What follows belongs to an exercise in optimizing a design on an open flow for small area, a short achievable clock period and few clock cycles per item; a production flow would make more cautious choices. The RTL was checked by simulation tests, not by an equivalence proof against the original design. Power is estimated from default activity; no workload was simulated.

[design/flow/config.mk]
export PLATFORM = sky130hd
export DESIGN_NAME = data_memory_ctrl
export DESIGN_NICKNAME = data_memory_ctrl
export VERILOG_FILES = /design/flow/design.v
export SDC_FILE = /design/flow/constraint.sdc
export NUM_CORES = 4
export LEC_CHECK = 0
export CAP_MARGIN = 20
export CORE_MARGIN = 2
export CORE_UTILIZATION = 45
export CTS_CLUSTER_DIAMETER = 80
export CTS_CLUSTER_SIZE = 25
export SETUP_SLACK_MARGIN = 3.9
export SLEW_MARGIN = 20
[design/flow/run.sh]
#!/bin/bash
# synth_recipe.tcl (not shown) runs the flow's synth.tcl, then flattens the netlist and writes it again
# the make line also repeats each setting of config.mk as NAME=value (left out here)
make -C /OpenROAD-flow-scripts/flow DESIGN_CONFIG=/design/flow/config.mk WORK_HOME=/design/flow/orfs CLKGATE_MAP_FILE= SYNTH_SCRIPT=/design/flow/synth_recipe.tcl finish
[design/flow/design.v]
package dmem_pkg;
    localparam logic [1:0] SIZE_BYTE = 2'b00;
    localparam logic [1:0] SIZE_HALF = 2'b01;
    localparam logic [1:0] SIZE_WORD = 2'b10;
    localparam logic [1:0] SIZE_RSVD = 2'b11;
    typedef enum logic [1:0] {
        IDLE = 2'd0,
        WAIT = 2'd1,
        RESP = 2'd2
    } state_e;
    function automatic logic [3:0] lane_sel(input logic [1:0] size, input logic [1:0] off);
        case (size)
            SIZE_BYTE: lane_sel = 4'b0001 << off;
            SIZE_HALF: lane_sel = off[1] ? 4'b1100 : 4'b0011;
            SIZE_WORD: lane_sel = 4'b1111;
            default:   lane_sel = 4'b0000;
        endcase
    endfunction
    function automatic logic [2:0] size_bytes(input logic [1:0] size);
        case (size)
            SIZE_BYTE: size_bytes = 3'd1;
            SIZE_HALF: size_bytes = 3'd2;
            SIZE_WORD: size_bytes = 3'd4;
            default:   size_bytes = 3'd0;
        endcase
    endfunction
endpackage
module byte_lane_ram #(
    parameter int ROWS  = 64,
    parameter int ROW_W = 6
) (
    input  logic        clk,
    input  logic [ROWS-1:0] row_i,
    input  logic [15:0] wsel_hi_n_i,
    input  logic [15:0] wsel_lo_n_i,
    input  logic [31:0] wdata_i,
    output logic [31:0] rdata_lo_o,
    output logic [31:0] rdata_hi_o
);
    logic [31:0] rows_q [ROWS];
    genvar gr, gl;
    generate
        for (gr = 0; gr < ROWS; gr++) begin : g_row
            for (gl = 0; gl < 4; gl++) begin : g_lane
                always_ff @(posedge clk) begin
                    if (!(wsel_hi_n_i[gr / 4] || wsel_lo_n_i[(gr % 4) * 4 + gl])) begin
                        rows_q[gr][31-8*gl -: 8] <= wdata_i[31-8*gl -: 8];
                    end
                end
            end
        end
    endgenerate
    always_comb begin
        rdata_lo_o = '0;
        rdata_hi_o = '0;
        for (int r = 0; r < ROWS / 2; r++) begin
            if (row_i[r]) rdata_lo_o = rdata_lo_o | rows_q[r];
        end
        for (int r = ROWS / 2; r < ROWS; r++) begin
            if (row_i[r]) rdata_hi_o = rdata_hi_o | rows_q[r];
        end
    end
endmodule
import dmem_pkg::*;
module data_memory_ctrl #(
    parameter int ADDR_W      = 8,
    parameter int DEPTH_BYTES = 256,
    parameter int WAIT_CYCLES = 0
) (
    input  logic              clk,
    input  logic              rst,
    input  logic              req_valid,
    output logic              req_ready,
    input  logic              req_we,
    input  logic [1:0]        req_size,
    input  logic              req_signed,
    input  logic [ADDR_W-1:0] req_addr,
    input  logic [31:0]       req_wdata,
    output logic              rsp_valid,
    output logic [31:0]       rsp_rdata,
    output logic              rsp_err,
    input  logic [31:0]       alu_result,
    input  logic              mem_to_reg,
    output logic [31:0]       wb_data
);
    localparam int ROWS  = DEPTH_BYTES / 4;
    localparam int ROW_W = (ROWS > 1) ? $clog2(ROWS) : 1;
    logic             req_err;
    logic [31:0]      req_lane_wdata;
    always_comb begin
        case (req_size)
            SIZE_BYTE: req_err = 1'b0;
            SIZE_HALF: req_err = req_addr[0];
            SIZE_WORD: req_err = (req_addr[1:0] != 2'b00);
            default:   req_err = 1'b1;
        endcase
        case (req_size)
            SIZE_BYTE: req_lane_wdata = {4{req_wdata[7:0]}};
            SIZE_HALF: req_lane_wdata = {2{req_wdata[15:0]}};
            default:   req_lane_wdata = req_wdata;
        endcase
    end
    logic              a_valid;
    logic [15:0]       a_wsel_hi_n;  
    logic [15:0]       a_wsel_lo_n;  
    logic              a_err;
    logic              a_zero;
    logic              a_signed;
    logic [1:0]        a_size;
    logic [1:0]        a_off;
    logic [ROWS-1:0]   a_row;
    logic [31:0]       a_wdata;
    logic        b_valid;
    logic        b_err;
    logic        b_zero;
    logic        b_signed;
    logic [1:0]  b_size;
    logic [1:0]  b_off;
    logic [31:0] b_rdata_lo;
    logic [31:0] b_rdata_hi;
    logic [31:0] b_rdata;
    logic        rsp_valid_q;
    logic        rsp_err_q;
    logic [31:0] rsp_rdata_q;
    logic [31:0] wb_q;
    logic [31:0] ram_rdata_lo;
    logic [31:0] ram_rdata_hi;
    logic [7:0]  sel_byte;
    logic [15:0] sel_half;
    logic [31:0] ext_data;
    assign req_ready = 1'b1;
    always_ff @(posedge clk or posedge rst) begin
        if (rst) begin
            a_valid   <= 1'b0;
            a_wsel_lo_n <= 16'hFFFF;
        end else begin
            a_valid     <= req_valid;
            a_wsel_lo_n <= 16'hFFFF;
            if (req_valid && req_we && !req_err) begin
                a_wsel_lo_n[4*req_addr[3:2] +: 4] <= ~dmem_pkg::lane_sel(req_size, req_addr[1:0]);
            end
        end
    end
    always_ff @(posedge clk) begin
        a_err    <= req_err;
        a_zero   <= req_err || req_we;
        a_signed <= req_signed;
        a_size   <= req_size;
        a_off    <= req_addr[1:0];
        a_row    <= ROWS'(1) << req_addr[ROW_W+1:2];
        a_wsel_hi_n <= ~(16'(1) << req_addr[ROW_W+1:4]);
        a_wdata  <= req_lane_wdata;
    end
    byte_lane_ram #(
        .ROWS  (ROWS),
        .ROW_W (ROW_W)
    ) u_ram (
        .clk     (clk),
        .row_i   (a_row),
        .wsel_hi_n_i(a_wsel_hi_n),
        .wsel_lo_n_i(a_wsel_lo_n),
        .wdata_i (a_wdata),
        .rdata_lo_o(ram_rdata_lo),
        .rdata_hi_o(ram_rdata_hi)
    );
    always_ff @(posedge clk or posedge rst) begin
        if (rst) b_valid <= 1'b0;
        else     b_valid <= a_valid;
    end
    always_ff @(posedge clk or posedge rst) begin
        if (rst) begin
            b_err  <= 1'b0;
            b_zero <= 1'b1;
        end else if (a_valid) begin
            b_err  <= a_err;
            b_zero <= a_zero;
        end
    end
    always_ff @(posedge clk) begin
        if (a_valid) begin
            b_signed   <= a_signed;
            b_size     <= a_size;
            b_off      <= a_off;
            b_rdata_lo <= ram_rdata_lo;
            b_rdata_hi <= ram_rdata_hi;
        end
    end
    assign b_rdata = b_rdata_lo | b_rdata_hi;
    always_comb begin
        case (b_off)
            2'd0:    sel_byte = b_rdata[31:24];
            2'd1:    sel_byte = b_rdata[23:16];
            2'd2:    sel_byte = b_rdata[15:8];
            default: sel_byte = b_rdata[7:0];
        endcase
        sel_half = b_off[1] ? b_rdata[15:0] : b_rdata[31:16];
        case (b_size)
            SIZE_BYTE: ext_data = {{24{b_signed & sel_byte[7]}}, sel_byte};
            SIZE_HALF: ext_data = {{16{b_signed & sel_half[15]}}, sel_half};
            default:   ext_data = b_rdata;
        endcase
    end
    always_ff @(posedge clk or posedge rst) begin
        if (rst) begin
            rsp_valid_q <= 1'b0;
            rsp_err_q   <= 1'b0;
            rsp_rdata_q <= 32'd0;
        end else begin
            rsp_valid_q <= b_valid;
            rsp_err_q   <= b_err;
            rsp_rdata_q <= b_zero ? 32'd0 : ext_data;
        end
    end
    always_ff @(posedge clk or posedge rst) begin
        if (rst) wb_q <= 32'd0;
        else     wb_q <= mem_to_reg ? rsp_rdata_q : alu_result;
    end
    assign rsp_valid = rsp_valid_q;
    assign rsp_rdata = rsp_rdata_q;
    assign rsp_err   = rsp_err_q;
    assign wb_data   = wb_q;
endmodule
[design/flow/constraint.sdc]
create_clock -name core_clock -period 6.5 [get_ports {clk}]
set_input_delay 1.3000 -clock core_clock [delete_from_list [all_inputs] [get_ports {clk}]]
set_output_delay 1.3000 -clock core_clock [all_outputs]
set_load 0.01 [all_outputs]
==> results.toml, run 1 <==
[power_and_ir_drop]
vdd_drop_max_v = 0.000227
pwr-share-seq = 0.652
p_int_mw = 20.1
netSwitchingFraction = 0.214
power.density_nw_per_um2 = 284
clkPwrFrac = 0.308
leakage_nw = 27.5
p_sw_mw = 5.49
p_comb_frac = 0.039

[yosys]
synth_area_per_cell_um2 = 18.1
ys_types = 42
synth_edf_count = 2117
synth_cells = 4551
yosysTopAreaCell = "edfxtp_1"
synth.cell_area_um2 = 82300
ys_seq_area_frac = 0.828
synth.top_cell.area_share = 0.773
ys_ff_latch = 2322
synthTopCellsByCount = "edfxtp_1, a22oi_1, nor2_1"
ys.flop_type = "edfxtp_1"
yosysMostFrequentCell = "edfxtp_1"
netlist_top_cells_area = "edfxtp_1, a22oi_1, dfxtp_1"
ys.warnings.count = 3
synthArstFlopShare = 0.0370
syn_nets = 4636

[routing]
drtIter0Drc = 7897
antenna_left = 0
vias = 47500
drt_wl_total_um = 266000
dr.pass1.iters = 12
viasPerCell = 6.64
detail_route.wl_per_cell_um = 37.2
drc = 0

[floorplan]
rows = 156
coreArea_um2 = 181000
die_h_um = 432
dieWidth_um = 432
die-area_um2 = 186000
start_util = 0.454
num_io_pins = 147

[timing]
rsz0062_at_grt = "yes"
finalSetupTns_ns = 0
hold_slack_ns = 0.368
fin_ws_ns = 3.85
relSlewSlack = 0.153
fmax_mhz = 377
fin_crit_sh = 0.408
fin_crit_ns = 2.66
worst_pin_slew_ns = 1.27
finalSetupViolations = 0
skew_ns = 0.0357
hold_viol = 0
drv_slew = 0

[worst_setup_path]
cp_max_fo = 2
cp_slowest_stage_delay_ns = 0.43
reg2reg_slack_ns = 4.04
critPathArrivalTime_ns = 1.36
crit_family = "flip-flops"
worstSetupPathType = "reg -> out"
slowest_stage = "dfrtp_1"
cp.required_ns = 5.20
worst_r2r_path_depth = 4
end_kind = "output port"
crit-reg2reg-launch = "a_row[3]$_SDFF_PP0_"
reg2reg_to = "b_rdata_lo[0]$_DFFE_PP_"
path_buf_inv = 1
startpoint_type = "flip-flop"
path_cells = "buf_2"

[hold_path]
min_from = "b_valid$_DFF_PP0_"
hold_end = "rsp_valid_q$_DFF_PP0_"
min_delay_path_depth = 0
hold_class = "reg -> reg"

[clocking]
hold_buffers = 0
cts_buffers = 106
cts_tree = "done"
root_buffer = "clkbuf_16"
clock_path_buffers = 3
h-tree-depth = 3
worstSkewPairLatency_ns = 0.79
clkSinkCount = 2322
clk_pin_slew_worst_paths_ns = 0.09

[layout]
fin_area_um2 = 90200
drive_gt1_frac = 0.122
nNetsFinal = 4777
synthToLayoutAreaGrowth_pct = 9.61

[global_route]
overflow = 0
grt_pass1_vias = 44800
grtUsageTotal = 0.281
antenna_found_initial = 14
grt_pass1_wl_um = 363000
grt_max_degree = 81

[placement]
placed_cell_area_um2 = 87100
place_congestion = 0.867
io_buffers = 145
pre_cts_ws_ns = 3.27
hpwl_um = 158000

[outcome]
outcome = "no timing/DRC/antenna violations"

[flow_run]
maxCapViolations = 0
## registers in the layout, indices dropped and copies added (netlist names), 2 cells and up
| register | flops |
|---|---|
| a_off | 2 |
| a_row | 64 |
| a_size | 2 |
| a_wdata | 32 |
| a_wsel_hi_n | 16 |
| a_wsel_lo_n | 16 |
| b_off | 2 |
| b_rdata_hi | 32 |
| b_rdata_lo | 32 |
| b_size | 2 |
| rsp_rdata_q | 32 |
| u_ram.rows_q | 2048 |
| wb_q | 32 |
## through the flow
step,utilization,power (mW),instances
finish,0.498,25.6,7152
global route,0.498,26.1,7150
CTS,0.497,25.6,7140
detailed placement,0.481,18.0,6947
global placement,0.480,18.0,6940
floorplan,-,17.4,4551
## metal layers
layer	up-vias	routed length, um	share of wire	track usage
met5	-	40	0.00015	0
li1	18900	-	-	-
met1	24700	101000	0.38	0.386
met2	3321	122000	0.46	0.438
met4	6	12500	0.047	0.114
met3	516	30800	0.12	0.0587
## worst max-delay path by stage
stage	startpoint	to	slack, ns	cells after the start
floorplan	req_size[0]	a_wdata[10]$_DFF_P_	4.17	3
global placement	req_addr[2]	a_wsel_lo_n[12]$_DFF_PP1_	3.32	5
detailed placement	req_addr[2]	a_wsel_lo_n[15]$_DFF_PP1_	3.27	5
CTS	rsp_rdata_q[6]$_DFF_PP0_	rsp_rdata[6]	3.79	1
global route	rsp_rdata_q[6]$_DFF_PP0_	rsp_rdata[6]	3.78	1
finish	rsp_rdata_q[6]$_DFF_PP0_	rsp_rdata[6]	3.85	1
## power groups by stage
stage	clock network, mW	logic [mW]	registers, mW
after global placement	0	0.972	17.0
after global routing	8.39	1.04	16.7
after detailed placement	0	1.00	17.0
final	7.89	1.00	16.7
after CTS	7.91	0.966	16.7
after floorplan	0	0.300	17.1
## layout by cell type (no fill, tap or decap), types with 3 or more instances in the layout
| master | n |
|---|---|
| nand4_1 | 256 |
| or4_1 | 64 |
| nor2_1 | 271 |
| clkbuf_1 | 61 |
| edfxtp_1 | 2117 |
| mux2_2 | 49 |
| ha_1 | 5 |
| dfxtp_1 | 22 |
| a211oi_1 | 20 |
| buf_2 | 53 |
| clkdlybuf4s50_1 | 77 |
| inv_1 | 21 |
| and2_1 | 68 |
| o221a_2 | 7 |
| dfstp_2 | 17 |
| nand2_1 | 14 |
| o21ai_0 | 27 |
| clkbuf_8 | 5 |
| mux2i_1 | 10 |
| a22oi_1 | 1031 |
| a221oi_1 | 8 |
| buf_4 | 164 |
| diode_2 | 7 |
| nor3_1 | 17 |
| dfxtp_4 | 3 |
| clkbuf_16 | 111 |
| a21oi_1 | 21 |
| buf_6 | 19 |
| dfrtp_1 | 68 |
| nand2b_1 | 5 |
| inv_6 | 7 |
| dfxtp_2 | 94 |
| nor2_2 | 32 |
## cell type report
| type | instances | area (um^2) |
|---|---|---|
| sequential | 2322 | 68300 |
| inverter | 22 | 86.3 |
| multi-input combinational | 1923 | 13100 |
| timing repair buffer | 317 | 2560 |
| clock inverter | 15 | 163 |
| antenna | 7 | 17.5 |
| clock buffer | 176 | 3060 |
| tap | 2370 | 2970 |
| fill | 14900 | 90900 |
## cells by family after synthesis
family	Yosys count	share of synthesized area
flip-flops	2322	0.828
adder cells (fa/ha/maj)	5	0.000760
multiplexers	59	0.00792
AO/OA/AOI/OAI	1120	0.101
AND/OR/NAND/NOR	738	0.0477
buffers and inverters	306	0.0142
other	1	0.0000456
## repair_timing
action / 4_1_cts / 5_1_grt
gates resized for setup: 272 / 11
buffers inserted: 2 / 1
setup endpoints to repair: 66 / 79
Testbench counts, summed over its fixed seeds: cycles 24,024, items 24,000.
==> run 2: changes to the inputs <==
--- a/design/flow/config.mk
+++ b/design/flow/config.mk
@@ -12,3 +12,3 @@
 export CTS_CLUSTER_SIZE = 25
-export SETUP_SLACK_MARGIN = 3.9
+export SETUP_SLACK_MARGIN = 3.8
 export SLEW_MARGIN = 20
==> results.toml, run 2 <==
[outcome]
outcome = "no timing/DRC/antenna violations"

[layout]
synthToLayoutAreaGrowth_pct = 9.49
largest_register_ffs = 2048
finalNonFillerCells = 7153
layout_commonest_cell = "edfxtp_1"
drive_gt1_frac = 0.121
nFillCells = 14900
final_cell_mix = "edfxtp_1, a22oi_1, nor2_1, nand4_1, buf_4"
reg_top3 = "u_ram.rows_q (2048), a_row (64)"
final_util = 0.497
regArea_um2 = 68300
largest-register = "u_ram.rows_q"
multi_input_area_um2 = 13100
nNetsFinal = 4776

[timing]
finalSetupTns_ns = 0
drv_slew = 0
worst_pin_slew_ns = 1.27
fmax_mhz = 377
rsz0062_at_grt = "yes"
fin_crit_sh = 0.408
relSlewSlack = 0.153
finalSetupViolations = 0
hold_viol = 0
fin_crit_ns = 2.65
skew_ns = 0.0381

[floorplan]
die-area_um2 = 186000
coreArea_um2 = 181000
num_io_pins = 147
start_util = 0.454
rows = 156
dieWidth_um = 432
die_h_um = 432

[yosys]
ys.flop_type = "edfxtp_1"
synth_cells = 4551
yosysMostFrequentCell = "edfxtp_1"
synth_edf_count = 2117
ys_seq_area_frac = 0.828
yosysTopAreaCell = "edfxtp_1"
synth_top_family_by_area = "compound AO/OA/AOI/OAI gates"
ys_types = 42
ys.warnings.count = 3
syn_nets = 4636
netlist_top_cells_area = "edfxtp_1, a22oi_1, dfxtp_1"
synthArstFlopShare = 0.0370
synth_xor_area_frac = 0
yosys.area_share.simple = 0.0477
ys_ff_latch = 2322
synthTopCellsByCount = "edfxtp_1, a22oi_1, nor2_1"
synth_area_per_cell_um2 = 18.1
synth_compound_gate_area_share = 0.101
synth.cell_area_um2 = 82300
synth.top_cell.area_share = 0.773
muxShareOfSynthArea = 0.00792
synth-adder-area-share = 0.000760

[worst_setup_path]
crit_family = "flip-flops"
startpoint_type = "flip-flop"
worstSetupPathType = "reg -> out"
cp.required_ns = 5.20
path_buf_inv = 1
path_cells = "buf_2"
slowest_stage = "dfrtp_1"
cp_slowest_stage_delay_ns = 0.43
cp_max_fo = 2
critPathArrivalTime_ns = 1.35
end_kind = "output port"

[clocking]
clk_pin_slew_worst_paths_ns = 0.09
hold_buffers = 0
root_buffer = "clkbuf_16"
cts_tree = "done"
worstSkewPairLatency_ns = 0.79
clkSinkCount = 2322
h-tree-depth = 3
cts_buffers = 106
clock_path_buffers = 3

[routing]
antenna_left = 0
drc = 0
vias = 47700
dr.pass1.iters = 6
drt_wl_total_um = 266000
viasPerCell = 6.67
drtIter0Drc = 7790
detail_route.wl_per_cell_um = 37.2

[global_route]
grt_max_degree = 81
grt_pass1_wl_um = 363000
grt_pass1_vias = 44800
overflow = 0
antenna_found_initial = 14
grtUsageTotal = 0.281

[power_and_ir_drop]
leakage_nw = 27.5
power.density_nw_per_um2 = 284
power_mw = 25.6
vdd_drop_max_v = 0.000227

[placement]
hpwl_um = 158000
place_congestion = 0.867
io_buffers = 145
dpl.cell_count = 6947

[flow_run]
maxCapViolations = 0

[hold_path]
hold_class = "reg -> reg"
## run 2: cell counts after synthesis
Identical to the previous run, type by type.
## run 2: where the power goes
group / leakage (nW) / internal [mW] / switching (mW)
combinational: 4.93 / 0.255 / 0.731
clock: 1.56 / 3.32 / 4.58
sequential: 21.0 / 16.5 / 0.178
total: 27.5 / 20.1 / 5.48
## run 2: cell families (layout without fill, tap and decap cells)
logic type | count (synthesis) | count (layout)
DFF | 2322 | 2322
AOI/OAI and AO/OA | 1120 | 1120
and+or+nand+nor | 738 | 738
buffers and inverters | 306 | 529
muxes | 59 | 59
adders and majority gates | 5 | 5
other | 1 | 10
## run 2: cell type report
class	instances	area share
Inverter	22	0.000958
Antenna cell	9	0.000250
Multi-Input combinational cell	1923	0.145
Clock buffer	176	0.0340
Timing Repair Buffer	316	0.0273
Sequential cell	2322	0.758
Tap cell	2370	0.0329
Clock inverter	15	0.00181
## run 2: worst paths after layout
| path | start | slack [ns] | end | depth (start not counted) |
|---|---|---|---|---|
| worst max-delay path | rsp_rdata_q[6]$_DFF_PP0_ | 3.85 | rsp_rdata[6] | 1 |
| worst min-delay path | b_valid$_DFF_PP0_ | 0.37 | rsp_valid_q$_DFF_PP0_ | 0 |
| worst max register to register | b_off[1]$_DFFE_PP_ | 3.96 | rsp_rdata_q[18]$_DFF_PP0_ | 4 |
| worst min register to register | b_valid$_DFF_PP0_ | 0.37 | rsp_valid_q$_DFF_PP0_ | 0 |
| max in group asynchronous | rst | 4.67 | a_valid$_DFF_PP0_ | 3 |
| min in group asynchronous | rst | 0.77 | wb_q[23]$_DFF_PP0_ | 2 |
## run 2: what timing repair did
item	in CTS	in global routing
pin swaps	0	0
setup buffers	2	0
resized for setup	260	3
setup endpoints to repair	66	3
cloned	0	0
## run 2: per-stage QoR
step / worst slack (ns) / hold slack [ns] / cell area [um^2]
after floorplan: 4.17 / 0.331 / 82300
after global placement: 3.32 / 0.335 / 86900
after detailed placement: 3.27 / 0.347 / 87100
after CTS: 3.73 / 0.369 / 90000
after global routing: 3.78 / 0.374 / 90100
final: 3.85 / 0.372 / 90100
## run 2: routing by layer
layer / vias up / routed length [um] / track usage
met3: 521 / 30800 / 0.0587
met2: 3354 / 122000 / 0.438
li1: 18900 / - / -
met1: 24900 / 101000 / 0.387
met5: - / 40 / 0
met4: 6 / 12600 / 0.114
==> run 3: changes to the inputs <==
--- a/design/flow/design.v
+++ b/design/flow/design.v
@@ -202,14 +202,8 @@
     end
-    always_ff @(posedge clk or posedge rst) begin
-        if (rst) begin
-            rsp_valid_q <= 1'b0;
-            rsp_err_q   <= 1'b0;
-            rsp_rdata_q <= 32'd0;
-        end else begin
-            rsp_valid_q <= b_valid;
-            rsp_err_q   <= b_err;
-            rsp_rdata_q <= b_zero ? 32'd0 : ext_data;
-        end
-    end
-    always_ff @(posedge clk or posedge rst) begin
+    always_ff @(posedge clk) begin
+        rsp_valid_q <= b_valid;
+        rsp_err_q   <= b_err;
+        rsp_rdata_q <= b_zero ? 32'd0 : ext_data;
+    end
+    always_ff @(posedge clk) begin
         if (rst) wb_q <= 32'd0;
==> results.toml, run 3 <==
[global_route]
grt_max_degree = 65
grtUsageMet1 = 0.402
grt_pass1_vias = 44500
grt_pass1_wl_um = 362000
grtUsageMet2 = 0.428
grtUsageTotal = 0.279
antenna_found_initial = 18
overflow = 0
grtUsageMet3 = 0.0553
top_usage_layer = "met2"

[layout]
multi_input_area_um2 = 13300
regArea_um2 = 68000
largest-register = "u_ram.rows_q"
drive_gt1_frac = 0.117
synthToLayoutAreaGrowth_pct = 9.62
nNetsFinal = 4839
nFillCells = 14800
final_util = 0.497
reg_top3 = "u_ram.rows_q (2048), a_row (64)"
final_cell_mix = "edfxtp_1, a22oi_1, nor2_1, nand4_1, buf_4"
largest_register_ffs = 2048
layout_commonest_cell = "edfxtp_1"

[yosys]
ys.flop_type = "edfxtp_1"
synth.top_cell.area_share = 0.774
synth_edf_count = 2117
yosysMostFrequentCell = "edfxtp_1"
synth.cell_area_um2 = 82200
ys.warnings.count = 3
synthArstFlopShare = 0.00861
synth_cells = 4623
syn_nets = 4708
ys_ff_latch = 2322
netlist_top_cells_area = "edfxtp_1, a22oi_1, dfxtp_1"
synth_area_per_cell_um2 = 17.8
synthTopCellsByCount = "edfxtp_1, a22oi_1, nor2_1"
yosysTopAreaCell = "edfxtp_1"
ys_seq_area_frac = 0.825
ys_types = 47

[worst_setup_path]
slowest_stage = "dfxtp_2"
cp_max_fo = 2
crit_family = "flip-flops"
path_cells = "clkdlybuf4s15_2"
cp.required_ns = 5.20
path_buf_inv = 1
end_kind = "output port"
worst_r2r_path_depth = 4
reg2reg_to = "b_rdata_hi[18]$_DFFE_PP_"
reg2reg_slack_ns = 4.00
crit-reg2reg-launch = "a_row[51]$_SDFF_PN0_"
cp_slowest_stage_delay_ns = 0.36
worstSetupPathType = "reg -> out"
startpoint_type = "flip-flop"
critPathArrivalTime_ns = 1.36

[timing]
finalSetupViolations = 0
fin_crit_sh = 0.410
fmax_mhz = 375
finalSetupTns_ns = 0
rsz0062_at_grt = "no"
worst_pin_slew_ns = 1.24
relSlewSlack = 0.173
hold_viol = 0
fin_crit_ns = 2.66
skew_ns = 0.0425
drv_slew = 0

[routing]
dr.pass1.iters = 7
viasPerCell = 6.64
drt_wl_total_um = 265000
vias = 47800
detail_route.wl_per_cell_um = 36.7
drc = 0
drtIter0Drc = 8071
antenna_left = 0

[power_and_ir_drop]
power.density_nw_per_um2 = 281
leakage_nw = 27.4
vdd_drop_max_v = 0.000221

[outcome]
outcome = "no timing/DRC/antenna violations"

[floorplan]
die_h_um = 431
die-area_um2 = 186000
rows = 156
num_io_pins = 147
start_util = 0.454
coreArea_um2 = 181000
dieWidth_um = 431

[hold_path]
min_from = "b_valid$_DFF_PP0_"
hold_class = "reg -> reg"
hold_end = "rsp_valid_q$_DFF_P_"
min_delay_path_depth = 0

[clocking]
worstSkewPairLatency_ns = 0.79
h-tree-depth = 3
root_buffer = "clkbuf_16"
cts_tree = "done"
clkSinkCount = 2322
hold_buffers = 0
clock_path_buffers = 3
cts_buffers = 104
clk_pin_slew_worst_paths_ns = 0.10

[placement]
place_congestion = 0.859
io_buffers = 145
hpwl_um = 157000

[flow_run]
maxCapViolations = 0
==> run 3: cells by family after synthesis <==
logic type / count (synthesis) / share of synthesized area
DFF: 2322 / 0.825
AOI/OAI and AO/OA: 1104 / 0.0997
and+or+nand+nor: 822 / 0.0521
buffers and inverters: 309 / 0.0149
muxes: 60 / 0.00758
adders and majority gates: 5 / 0.000761
other: 1 / 0.0000456
==> run 3: what timing repair did <==
action	4_1_cts	5_1_grt
endpoints found under the setup margin	70	1
buffers inserted	6	0
resized for setup	193	3
==> run 3: cell type report <==
type                            count  area share
Tap cell                         2370      0.0329
Timing Repair Buffer              314      0.0301
Antenna cell                       11    0.000306
Clock buffer                      172      0.0330
Sequential cell                  2322       0.754
Multi-Input combinational cell   1992       0.147
Clock inverter                      7    0.000917
Inverter                           20    0.000833
==> run 3: per-stage QoR <==
step	instances	hold WS, ns	power, mW	area (um^2)	setup WS [ns]
global placement	6998	0.332	17.9	86700	3.16
global route	7202	0.383	25.9	90100	3.80
detailed placement	7004	0.329	18.0	86800	3.15
finish	7208	0.345	25.3	90100	3.84
floorplan	4623	0.324	17.3	82200	4.17
CTS	7189	0.346	25.3	89900	3.71
==> run 3: layer usage <==
layer / share of wire / vias up
li1: - / 19000
met1: 0.39 / 24900
met2: 0.46 / 3455
met3: 0.12 / 411
met4: 0.032 / 12
met5: 0.00032 / -
==> run 3: worst reg2reg max path, delay by kind of cell, from the launching register on <==
kind | cells | cell delay, ns
AO/OA/AOI/OAI | 1 | 0.23
flip-flops | 1 | 0.56
buffers and inverters | 1 | 0.40
AND/OR/NAND/NOR | 2 | 1.01
==> run 3: worst max-delay path by stage <==
stage / cells past startpoint / from / slack, ns / to
after global routing: 1 / wb_q[17]$_SDFF_PP0_ / 3.80 / wb_data[17]
after CTS: 1 / rsp_rdata_q[30]$_SDFF_PP0_ / 3.71 / rsp_rdata[30]
after global placement: 5 / req_addr[2] / 3.16 / a_wsel_lo_n[14]$_DFF_PP1_
after floorplan: 3 / req_size[0] / 4.17 / a_wdata[10]$_DFF_P_
final: 1 / rsp_rdata_q[23]$_SDFF_PP0_ / 3.84 / rsp_rdata[23]
after detailed placement: 5 / req_addr[2] / 3.15 / a_wsel_lo_n[14]$_DFF_PP1_
==> run 3: where the power goes <==
group          switching [mW]  internal (mW)  total (mW)
registers               0.139           16.5        16.6
logic                   0.734          0.253       0.987
clock network            4.54           3.17        7.71
Testbench counts of run 3, summed over its fixed seeds: cycles 24,024, items 24,000.
==> run 4: changes to the inputs <==
--- a/design/flow/design.v
+++ b/design/flow/design.v
@@ -131,2 +131,11 @@
     assign req_ready = 1'b1;
+    logic [15:0] req_wsel_lo_n;
+    logic [3:0]  req_lanes;
+    always_comb begin
+        req_lanes = dmem_pkg::lane_sel(req_size, req_addr[1:0]);
+        for (int j = 0; j < 16; j++) begin
+            req_wsel_lo_n[j] = !(req_valid && req_we && !req_err &&
+                                 (req_addr[3:2] == 2'(j / 4)) && req_lanes[j % 4]);
+        end
+    end
     always_ff @(posedge clk or posedge rst) begin
@@ -137,6 +146,3 @@
             a_valid     <= req_valid;
-            a_wsel_lo_n <= 16'hFFFF;
-            if (req_valid && req_we && !req_err) begin
-                a_wsel_lo_n[4*req_addr[3:2] +: 4] <= ~dmem_pkg::lane_sel(req_size, req_addr[1:0]);
-            end
+            a_wsel_lo_n <= req_wsel_lo_n;
         end
@@ -202,8 +208,14 @@
     end
-    always_ff @(posedge clk) begin
-        rsp_valid_q <= b_valid;
-        rsp_err_q   <= b_err;
-        rsp_rdata_q <= b_zero ? 32'd0 : ext_data;
-    end
-    always_ff @(posedge clk) begin
+    always_ff @(posedge clk or posedge rst) begin
+        if (rst) begin
+            rsp_valid_q <= 1'b0;
+            rsp_err_q   <= 1'b0;
+            rsp_rdata_q <= 32'd0;
+        end else begin
+            rsp_valid_q <= b_valid;
+            rsp_err_q   <= b_err;
+            rsp_rdata_q <= b_zero ? 32'd0 : ext_data;
+        end
+    end
+    always_ff @(posedge clk or posedge rst) begin
         if (rst) wb_q <= 32'd0;
==> results.toml, run 4 <==
[clocking]
clock_path_buffers = 3
hold_buffers = 0
clk_pin_slew_worst_paths_ns = 0.10
root_buffer = "clkbuf_16"
worstSkewPairLatency_ns = 0.79
clkSinkCount = 2322
cts_tree = "done"
h-tree-depth = 3
cts_buffers = 106

[timing]
rsz0062_at_grt = "yes"
hold_viol = 0
finalSetupTns_ns = 0
fmax_mhz = 368
drv_slew = 0
fin_crit_ns = 2.72
worst_pin_slew_ns = 1.21
finalSetupViolations = 0
fin_crit_sh = 0.418
relSlewSlack = 0.194
skew_ns = 0.0602

[worst_setup_path]
path_cells = "buf_6"
cp_slowest_stage_delay_ns = 0.49
path_buf_inv = 1
reg2reg_to = "rsp_rdata_q[18]$_DFF_PP0_"
startpoint_type = "flip-flop"
cp.required_ns = 5.20
slowest_stage = "dfrtp_2"
reg2reg_slack_ns = 3.88
critPathArrivalTime_ns = 1.42
worst_r2r_path_depth = 4
worstSetupPathType = "reg -> out"
crit_family = "flip-flops"
end_kind = "output port"
crit-reg2reg-launch = "b_rdata_hi[7]$_DFFE_PP_"
cp_max_fo = 1

[routing]
route.met3.wl_um = 30800
antenna_left = 0
drtIter0Drc = 7773
viasPerCell = 6.67
drc = 0
drt_wl_total_um = 267000
detail_route.wl_per_cell_um = 37.5
topRoutingLayerUsed = "met5"
wl_met1_um = 101000
dr.pass1.iters = 8
vias = 47600
dr_wl_met2_um = 122000

[yosys]
synthTopCellsByCount = "edfxtp_1, a22oi_1, nor2_1"
yosysTopAreaCell = "edfxtp_1"
syn_nets = 4616
ys_ff_latch = 2322
synthArstFlopShare = 0.0370
synth.cell_area_um2 = 82100
synth_area_per_cell_um2 = 18.1
ys_types = 40
yosysMostFrequentCell = "edfxtp_1"
ys_seq_area_frac = 0.830
synth.top_cell.area_share = 0.775
netlist_top_cells_area = "edfxtp_1, a22oi_1, dfxtp_1"
synth_cells = 4536
synth_edf_count = 2117
ys.flop_type = "edfxtp_1"
ys.warnings.count = 3

[layout]
largest-register = "u_ram.rows_q"
nNetsFinal = 4758
multi_input_area_um2 = 12900
nFillCells = 14800
largest_register_ffs = 2048
synthToLayoutAreaGrowth_pct = 9.47
drive_gt1_frac = 0.128
layout_commonest_cell = "edfxtp_1"
final_cell_mix = "edfxtp_1, a22oi_1, nor2_1, nand4_1, buf_4"
final_util = 0.497
finalNonFillerCells = 7136
regArea_um2 = 68300
reg_top3 = "u_ram.rows_q (2048), a_row (64)"

[global_route]
grt_pass1_wl_um = 364000
grt_pass1_vias = 44800
grtUsageTotal = 0.282
antenna_found_initial = 18
overflow = 0
grt_max_degree = 65

[floorplan]
start_util = 0.454
dieWidth_um = 431
die_h_um = 431
num_io_pins = 147
coreArea_um2 = 181000
rows = 156
die-area_um2 = 186000

[power_and_ir_drop]
power.density_nw_per_um2 = 283
vdd_drop_max_v = 0.000210
leakage_nw = 27.3

[placement]
place_congestion = 0.883
hpwl_um = 158000
dpl.cell_count = 6926
io_buffers = 145

[flow_run]
maxCapViolations = 0

[hold_path]
hold_class = "reg -> reg"
min_delay_path_depth = 0
min_from = "b_valid$_DFF_PP0_"
hold_end = "rsp_valid_q$_DFF_PP0_"

[outcome]
outcome = "no timing/DRC/antenna violations"
## run 4: per-layer routing
metal  vias to the layer above  GRT usage
met2                      3492      0.436
met4                         4      0.125
met3                       556     0.0549
met1                     24700      0.392
li1                      18800          -
met5                         -          0
## run 4: timing repair
item                                    CTS  global route
resized for setup                       265             1
pin swaps                                 0             0
cloned                                    0             0
setup buffers                             4             0
endpoints found under the setup margin   66             1
## run 4: power breakdown
part,internal [mW],switching [mW],total [mW]
combinational,0.253,0.766,1.02
sequential,16.5,0.128,16.6
clock,3.20,4.58,7.78
total,20.0,5.48,25.4
## run 4: cell type report
| type | count | share of cell area |
|---|---|---|
| Clock inverter | 18 | 0.00194 |
| Tap cell | 2370 | 0.0330 |
| Multi-Input combinational cell | 1923 | 0.144 |
| Sequential cell | 2322 | 0.760 |
| Antenna cell | 11 | 0.000306 |
| Timing Repair Buffer | 322 | 0.0279 |
| Inverter | 3 | 0.000167 |
| Clock buffer | 167 | 0.0328 |
## run 4: cells by family after synthesis
group           after synthesis  synth area share
buf+inv                     291            0.0137
other cells                   1         0.0000457
simple gates                759            0.0464
flops                      2322             0.830
mux                          59           0.00794
compound gates             1104             0.102
## run 4: worst max path at each step
stage	endpoint	from	slack, ns	cells past startpoint
2_1_floorplan	a_wdata[10]$_DFF_P_	req_size[0]	4.18	3
3_3_place_gp	a_valid$_DFF_PP0_	rst	3.45	3
6_report	rsp_err	rsp_err_q$_DFF_PP0_	3.78	1
3_5_place_dp	a_wsel_lo_n[15]$_DFF_PP1_	req_size[0]	3.38	6
4_1_cts	rsp_err	rsp_err_q$_DFF_PP0_	3.74	1
5_1_grt	rsp_err	rsp_err_q$_DFF_PP0_	3.80	1
## run 4: per-stage QoR
step | hold slack, ns | setup WS, ns | power, mW | cell area (um^2)
2_1_floorplan | 0.331 | 4.18 | 17.4 | 82100
3_3_place_gp | 0.332 | 3.45 | 18.0 | 86700
3_5_place_dp | 0.336 | 3.38 | 18.0 | 86800
4_1_cts | 0.359 | 3.74 | 25.4 | 89600
5_1_grt | 0.365 | 3.80 | 26.0 | 89800
6_report | 0.357 | 3.78 | 25.4 | 89800
Testbench counts of run 4, summed over its fixed seeds: cycles 24,024, items 24,000.
==> run 5: changes to the inputs <==
--- a/design/flow/config.mk
+++ b/design/flow/config.mk
@@ -12,3 +12,3 @@
 export CTS_CLUSTER_SIZE = 25
-export SETUP_SLACK_MARGIN = 3.8
+export SETUP_SLACK_MARGIN = 3.9
 export SLEW_MARGIN = 20
==> results.toml, run 5 <==
[global_route]
grt_pass1_wl_um = 364000
overflow = 0
grt_pass1_vias = 44800
grt_max_degree = 65
grtUsageTotal = 0.282
antenna_found_initial = 18

[timing]
drv_slew = 0
fin_crit_sh = 0.420
relSlewSlack = 0.189
finalSetupTns_ns = 0
hold_viol = 0
rsz0062_at_grt = "yes"
worst_pin_slew_ns = 1.22
skew_ns = 0.0596
fmax_mhz = 366
fin_crit_ns = 2.73
finalSetupViolations = 0

[floorplan]
num_io_pins = 147
dieWidth_um = 431
die_h_um = 431
coreArea_um2 = 181000
die-area_um2 = 186000
start_util = 0.454
rows = 156

[power_and_ir_drop]
p_comb_frac = 0.041
power.density_nw_per_um2 = 283
vdd_drop_max_v = 0.000211
netSwitchingFraction = 0.216
p_int_mw = 20.0
p_sw_mw = 5.49
leakage_nw = 27.3
clkPwrFrac = 0.306
pwr-share-seq = 0.654

[hold_path]
min_delay_path_depth = 0
hold_class = "reg -> reg"

[layout]
layout_commonest_cell = "edfxtp_1"
largest_register_ffs = 2048
largest-register = "u_ram.rows_q"
reg_top3 = "u_ram.rows_q (2048), a_row (64)"
synthToLayoutAreaGrowth_pct = 9.62
final_cell_mix = "edfxtp_1, a22oi_1, nor2_1, nand4_1, buf_4"
nNetsFinal = 4760
drive_gt1_frac = 0.129
finalNonFillerCells = 7137
nFillCells = 14700

[placement]
dpl.cell_count = 6926
hpwl_um = 158000
io_buffers = 145
place_congestion = 0.883

[routing]
antenna_left = 0
vias = 47600
drc = 0
viasPerCell = 6.67
detail_route.wl_per_cell_um = 37.5
drt_wl_total_um = 267000
drtIter0Drc = 7649
dr.pass1.iters = 8

[clocking]
cts_buffers = 106
worstSkewPairLatency_ns = 0.80
clk_pin_slew_worst_paths_ns = 0.10
hold_buffers = 0
cts_tree = "done"
h-tree-depth = 3
root_buffer = "clkbuf_16"
clock_path_buffers = 3
clkSinkCount = 2322

[yosys]
ys.flop_type = "edfxtp_1"
synth_cells = 4536
synthArstFlopShare = 0.0370
synth.cell_area_um2 = 82100
synth.top_cell.area_share = 0.775
yosysTopAreaCell = "edfxtp_1"
ys_seq_area_frac = 0.830
ys_ff_latch = 2322
synth_edf_count = 2117
syn_nets = 4616
synth_area_per_cell_um2 = 18.1
ys_types = 40
netlist_top_cells_area = "edfxtp_1, a22oi_1, dfxtp_1"
ys.warnings.count = 3
synthTopCellsByCount = "edfxtp_1, a22oi_1, nor2_1"
yosysMostFrequentCell = "edfxtp_1"

[outcome]
outcome = "no timing/DRC/antenna violations"

[worst_setup_path]
end_kind = "output port"
startpoint_type = "flip-flop"
path_buf_inv = 1
cp_max_fo = 1
worst_r2r_path_depth = 4
cp_slowest_stage_delay_ns = 0.49
worstSetupPathType = "reg -> out"
slowest_stage = "dfrtp_2"
cp.depth = 1
crit_family = "flip-flops"
critPathArrivalTime_ns = 1.43
path_cells = "buf_6"
cp.required_ns = 5.20

[flow_run]
maxCapViolations = 0
## run 5: cell count changes in the layout (fill, tap and decap cells not counted)
cell / previous run / this run
buf_2: 66 / 48
nor2_2: 49 / 50
buf_4: 170 / 172
nor2_1: 314 / 313
buf_6: 5 / 23
diode_2: 11 / 10
## run 5: cell type report
type,instances,area [um^2],share of cell area
Multi-Input combinational cell,1923,12900,0.144
Inverter,3,15.0,0.000167
Clock buffer,167,2950,0.0328
Antenna cell,10,25.0,0.000278
Tap cell,2370,2970,0.0330
Timing Repair Buffer,324,2630,0.0293
Clock inverter,18,174,0.00193
Sequential cell,2322,68300,0.759
## run 5: layer usage
| layer | up-vias | track usage | routed length [um] |
|---|---|---|---|
| met4 | 4 | 0.125 | 12800 |
| met1 | 24700 | 0.392 | 102000 |
| met2 | 3460 | 0.436 | 122000 |
| li1 | 18800 | - | - |
| met3 | 554 | 0.0549 | 30600 |
| met5 | - | 0 | 28 |
## run 5: cell families (layout without fill, tap and decap cells)
logic type      count (synthesis)  count (layout)  share of synthesized area
compound gates               1104            1104                      0.102
other cells                     1              11                  0.0000457
mux                            59              59                    0.00794
simple gates                  759             759                     0.0464
buf+inv                       291             512                     0.0137
flops                        2322            2322                      0.830
## run 5: timing repair
action	in CTS	in global routing
setup buffers	4	2
endpoints found under the hold margin	0	0
resized for setup	270	16
endpoints found under the setup margin	66	64
## run 5: power by group through the flow
stage	Combinational (mW)	Clock, mW	Sequential, mW
3_3_place_gp	1.01	0	17.0
3_5_place_dp	1.03	0	17.0
2_1_floorplan	0.304	0	17.0
5_1_grt	1.07	8.26	16.6
4_1_cts	0.997	7.78	16.6
6_report	1.03	7.79	16.6
## run 5: path summary, 6_finish.rpt
kind	from	endpoint	slack (ns)
max reg2reg	a_row[7]$_SDFF_PP0_	b_rdata_lo[18]$_DFFE_PP_	4.06
max in group asynchronous	rst	a_valid$_DFF_PP0_	4.74
min reg2reg	b_valid$_DFF_PP0_	rsp_valid_q$_DFF_PP0_	0.36
max	rsp_err_q$_DFF_PP0_	rsp_err	3.77
min	b_valid$_DFF_PP0_	rsp_valid_q$_DFF_PP0_	0.36
min in group asynchronous	rst	wb_q[13]$_DFF_PP0_	0.90
## run 5: through the flow
step	setup slack [ns]	hold slack (ns)	util	total power [mW]	cell area [um^2]
CTS	3.75	0.359	0.496	25.4	89700
finish	3.77	0.357	0.497	25.5	90000
detailed placement	3.38	0.336	0.480	18.0	86800
global route	3.80	0.365	0.497	26.0	90000
floorplan	4.18	0.331	-	17.4	82100
global placement	3.45	0.332	0.479	18.0	86700
==> run 6: changes to the inputs <==
--- a/design/flow/design.v
+++ b/design/flow/design.v
@@ -114,6 +114,8 @@
     logic        b_err;
-    logic        b_zero;
-    logic        b_signed;
-    logic [1:0]  b_size;
-    logic [1:0]  b_off;
+    logic [3:0]  b_s0;
+    logic [1:0]  b_s1;
+    logic        b_sw;
+    logic        b_f1;
+    logic        b_f2;
+    logic [3:0]  b_m;
     logic [31:0] b_rdata_lo;
@@ -127,5 +129,9 @@
     logic [31:0] ram_rdata_hi;
-    logic [7:0]  sel_byte;
-    logic [15:0] sel_half;
-    logic [31:0] ext_data;
+    logic [3:0]  a_s0;
+    logic [1:0]  a_s1;
+    logic        a_sw;
+    logic        a_f1;
+    logic        a_f2;
+    logic        b_sign;
+    logic [31:0] rsp_next;
     assign req_ready = 1'b1;
@@ -175,9 +181,32 @@
     end
+    always_comb begin
+        logic is_b, is_h, is_w;
+        is_b = !a_zero && (a_size == SIZE_BYTE);
+        is_h = !a_zero && (a_size == SIZE_HALF);
+        is_w = !a_zero && (a_size == SIZE_WORD);
+        a_s0[0] = is_b && (a_off == 2'd0);
+        a_s0[1] = (is_b && (a_off == 2'd1)) || (is_h && (a_off == 2'd0));
+        a_s0[2] = is_b && (a_off == 2'd2);
+        a_s0[3] = (is_b && (a_off == 2'd3)) || (is_h && (a_off == 2'd2)) || is_w;
+        a_s1[0] = is_h && (a_off == 2'd0);
+        a_s1[1] = (is_h && (a_off == 2'd2)) || is_w;
+        a_sw    = is_w;
+        a_f1    = is_b && a_signed;
+        a_f2    = (is_b || is_h) && a_signed;
+    end
     always_ff @(posedge clk or posedge rst) begin
         if (rst) begin
-            b_err  <= 1'b0;
-            b_zero <= 1'b1;
+            b_err <= 1'b0;
+            b_s0  <= 4'b0000;
+            b_s1  <= 2'b00;
+            b_sw  <= 1'b0;
+            b_f1  <= 1'b0;
+            b_f2  <= 1'b0;
         end else if (a_valid) begin
-            b_err  <= a_err;
-            b_zero <= a_zero;
+            b_err <= a_err;
+            b_s0  <= a_s0;
+            b_s1  <= a_s1;
+            b_sw  <= a_sw;
+            b_f1  <= a_f1;
+            b_f2  <= a_f2;
         end
@@ -186,5 +215,3 @@
         if (a_valid) begin
-            b_signed   <= a_signed;
-            b_size     <= a_size;
-            b_off      <= a_off;
+            b_m        <= 4'b0001 << a_off;
             b_rdata_lo <= ram_rdata_lo;
@@ -195,14 +222,9 @@
     always_comb begin
-        case (b_off)
-            2'd0:    sel_byte = b_rdata[31:24];
-            2'd1:    sel_byte = b_rdata[23:16];
-            2'd2:    sel_byte = b_rdata[15:8];
-            default: sel_byte = b_rdata[7:0];
-        endcase
-        sel_half = b_off[1] ? b_rdata[15:0] : b_rdata[31:16];
-        case (b_size)
-            SIZE_BYTE: ext_data = {{24{b_signed & sel_byte[7]}}, sel_byte};
-            SIZE_HALF: ext_data = {{16{b_signed & sel_half[15]}}, sel_half};
-            default:   ext_data = b_rdata;
-        endcase
+        b_sign = |(b_m & {b_rdata[7], b_rdata[15], b_rdata[23], b_rdata[31]});
+        rsp_next[7:0]   = ({8{b_s0[0]}} & b_rdata[31:24]) | ({8{b_s0[1]}} & b_rdata[23:16])
+                        | ({8{b_s0[2]}} & b_rdata[15:8])  | ({8{b_s0[3]}} & b_rdata[7:0]);
+        rsp_next[15:8]  = ({8{b_s1[0]}} & b_rdata[31:24]) | ({8{b_s1[1]}} & b_rdata[15:8])
+                        | {8{b_f1 & b_sign}};
+        rsp_next[23:16] = ({8{b_sw}} & b_rdata[23:16]) | {8{b_f2 & b_sign}};
+        rsp_next[31:24] = ({8{b_sw}} & b_rdata[31:24]) | {8{b_f2 & b_sign}};
     end
@@ -216,3 +238,3 @@
             rsp_err_q   <= b_err;
-            rsp_rdata_q <= b_zero ? 32'd0 : ext_data;
+            rsp_rdata_q <= rsp_next;
         end
--- a/design/flow/config.mk
+++ b/design/flow/config.mk
@@ -12,3 +12,3 @@
 export CTS_CLUSTER_SIZE = 25
-export SETUP_SLACK_MARGIN = 3.9
+export SETUP_SLACK_MARGIN = 3.8
 export SLEW_MARGIN = 20
==> results.toml, run 6 <==
[layout]
nFillCells = 14900
finalNonFillerCells = 7123
final_cell_mix = "edfxtp_1, a22oi_1, nor2_1, nand4_1, buf_4"
nNetsFinal = 4724
reg_top3 = "u_ram.rows_q (2048), a_row (64)"
largest-register = "u_ram.rows_q"
synthToLayoutAreaGrowth_pct = 8.83
drive_gt1_frac = 0.103
layout_commonest_cell = "edfxtp_1"
largest_register_ffs = 2048

[clocking]
worstSkewPairLatency_ns = 0.78
cts_tree = "done"
clock_path_buffers = 3
root_buffer = "clkbuf_16"
clkSinkCount = 2329
h-tree-depth = 3
hold_buffers = 0
clk_pin_slew_worst_paths_ns = 0.10
cts_buffers = 105

[global_route]
grt_pass1_wl_um = 348000
overflow = 0
grtUsageTotal = 0.266
grt_pass1_vias = 44200
antenna_found_initial = 20
grt_max_degree = 77

[timing]
worst_pin_slew_ns = 1.25
drv_slew = 0
fin_crit_sh = 0.413
relSlewSlack = 0.166
hold_slack_ns = 0.357
skew_ns = 0.0418
fmax_mhz = 372
hold_viol = 0
fin_crit_ns = 2.69
rsz0062_at_grt = "no"
finalSetupTns_ns = 0
finalSetupViolations = 0
fin_ws_ns = 3.81

[routing]
vias = 46300
dr_wl_met2_um = 119000
route.met3.wl_um = 27000
drc = 0
viasPerCell = 6.50
antenna_left = 0
topRoutingLayerUsed = "met5"
dr.pass1.iters = 6
drt_wl_total_um = 253000
detail_route.wl_per_cell_um = 35.5
drtIter0Drc = 7086
wl_met1_um = 97000

[worst_setup_path]
cp_slowest_stage_delay_ns = 0.46
end_kind = "output port"
slowest_stage = "dfrtp_2"
worst_r2r_path_depth = 3
cp.depth = 1
cp.required_ns = 5.20
endpoint = "rsp_err"
startpoint_type = "flip-flop"
crit_family = "flip-flops"
reg2reg_slack_ns = 4.06
startpoint = "rsp_err_q$_DFF_PP0_"
path_buf_inv = 1
crit-reg2reg-launch = "a_row[2]$_SDFF_PP0_"
critPathArrivalTime_ns = 1.39
worstSetupPathType = "reg -> out"
path_cells = "buf_2"
cp_max_fo = 1
reg2reg_to = "b_rdata_lo[13]$_DFFE_PP_"

[yosys]
syn_nets = 4620
ys.flop_type = "edfxtp_1"
yosysMostFrequentCell = "edfxtp_1"
synthTopCellsByCount = "edfxtp_1, a22oi_1, nor2_1"
synth_edf_count = 2116
ys_ff_latch = 2329
synthArstFlopShare = 0.0404
synth.top_cell.area_share = 0.771
ys_seq_area_frac = 0.829
yosysTopAreaCell = "edfxtp_1"
synth.cell_area_um2 = 82400
synth_cells = 4540
synth_area_per_cell_um2 = 18.1
ys.warnings.count = 3
ys_types = 45
netlist_top_cells_area = "edfxtp_1, a22oi_1, dfxtp_1"

[floorplan]
start_util = 0.451
rows = 157
coreArea_um2 = 182000
num_io_pins = 147
die-area_um2 = 187000
die_h_um = 432
dieWidth_um = 432

[hold_path]
hold_class = "reg -> reg"

[power_and_ir_drop]
vdd_drop_max_v = 0.000181
leakage_nw = 27.2
power.density_nw_per_um2 = 284

[placement]
pre_cts_ws_ns = 3.26
dpl.cell_count = 6908
hpwl_um = 152000
place_congestion = 0.877
io_buffers = 145

[outcome]
outcome = "no timing/DRC/antenna violations"

[flow_run]
maxCapViolations = 0
run 6: changes by cell type after synthesis, moves of 9 or more:
cell,before,now
nor2_1,363,325
dfrtp_1,69,78
nand3_1,6,15
nor3_1,9,0
a221oi_1,15,0
buf_2,3,127
a211oi_1,14,1
clkbuf_1,270,135
o21ai_0,12,73
mux2_1,0,15
mux2_2,49,37
a21oi_1,13,2
run 6: logic make-up after synthesis:
group / after synthesis / synth area share
AOI/OAI and AO/OA: 1120 / 0.101
xor gates and xnor gates: 1 / 0.000106
buffers and inverters: 284 / 0.0159
DFF: 2329 / 0.829
muxes: 62 / 0.00832
other: 1 / 0.0000455
and+or+nand+nor: 743 / 0.0461
run 6: where the power goes:
part           switching, mW  leakage, nW  internal, mW
Clock                   4.58         1.53          3.32
Combinational          0.695         4.57         0.220
Sequential             0.109         21.1          16.5
Total                   5.39         27.2          20.1
run 6: how the worst min path moves through the flow:
stage / start / to / cells after the start
2_1_floorplan: b_valid$_DFF_PP0_ / rsp_valid_q$_DFF_PP0_ / 0
3_3_place_gp: b_valid$_DFF_PP0_ / rsp_valid_q$_DFF_PP0_ / 0
3_5_place_dp: b_valid$_DFF_PP0_ / rsp_valid_q$_DFF_PP0_ / 0
4_1_cts: b_valid$_DFF_PP0_ / rsp_valid_q$_DFF_PP0_ / 0
5_1_grt: b_valid$_DFF_PP0_ / rsp_valid_q$_DFF_PP0_ / 0
6_report: b_valid$_DFF_PP0_ / rsp_valid_q$_DFF_PP0_ / 0
run 6: stage by stage:
| stage | total power, mW | util | instance area [um^2] |
|---|---|---|---|
| global placement | 17.9 | 0.474 | 86500 |
| floorplan | 17.3 | - | 82400 |
| detailed placement | 17.9 | 0.474 | 86500 |
| finish | 25.5 | 0.491 | 89700 |
| global route | 26.0 | 0.491 | 89600 |
| CTS | 25.4 | 0.491 | 89600 |
run 6: what timing repair did:
item                       in CTS  in global routing
setup endpoints to repair      66                  1
resized for setup             241                  1
setup buffers                  10                  0
run 6: layout make-up:
class | instances | area [um^2] | area share
Sequential cell | 2329 | 68400 | 0.763
Multi-Input combinational cell | 1927 | 12800 | 0.143
Clock buffer | 180 | 3080 | 0.0344
Tap cell | 2385 | 2980 | 0.0333
Timing Repair Buffer | 274 | 2180 | 0.0244
Clock inverter | 11 | 119 | 0.00133
Inverter | 7 | 30.0 | 0.000335
Antenna cell | 10 | 25.0 | 0.000279
run 6: layer usage:
layer  up-vias  global-route usage
li1      18800                   -
met1     24100               0.365
met2      2965               0.426
met3       426              0.0494
met4        16              0.0978
met5         -                   0
Testbench counts of run 6, summed over its fixed seeds: cycles 24,024, items 24,000.

## port drivers added, routing unchanged
How much do the figures lean on ideal ports? The routed layouts below were timed once more, with nothing changed but the port constraints. Step 1 assumes that a clkbuf_16 drives the clock port and a buf_2 every other input. Step 2 adds t to the input delays and takes it off the output delays; t is the mean of the earliest and latest rising clock arrival at the registers after step 1. Input paths then give back, and output paths get back, about the clock's delay inside the block. Slacks: no drivers / after step 1 / after step 2; pairs: no drivers / after step 1.
| run | shift t [ns] | setup slack, ns | worst hold slack (ns) | worst setup path at the end |
|---|---|---|---|---|
| run 1 | 0.863 | 3.845 / 3.750 / 3.151 | 0.368 / 0.368 / 0.368 | input to register |
| run 2 | 0.866 | 3.846 / 3.751 / 3.158 | 0.372 / 0.372 / 0.372 | input to register |
| run 3 | 0.853 | 3.836 / 3.752 / 3.025 | 0.345 / 0.345 / 0.345 | input to register |
| run 4 | 0.848 | 3.782 / 3.702 / 3.427 | 0.357 / 0.357 / 0.357 | input to register |
| run 5 | 0.855 | 3.769 / 3.688 / 3.420 | 0.357 / 0.357 / 0.357 | input to register |
| run 6 | 0.853 | 3.813 / 3.721 / 3.369 | 0.357 / 0.357 / 0.357 | input to register |
After both steps every run listed still meets setup and hold. The setup slack of run 3, which loses most, moves by -0.084 ns with the drivers and by -0.811 ns with both steps.
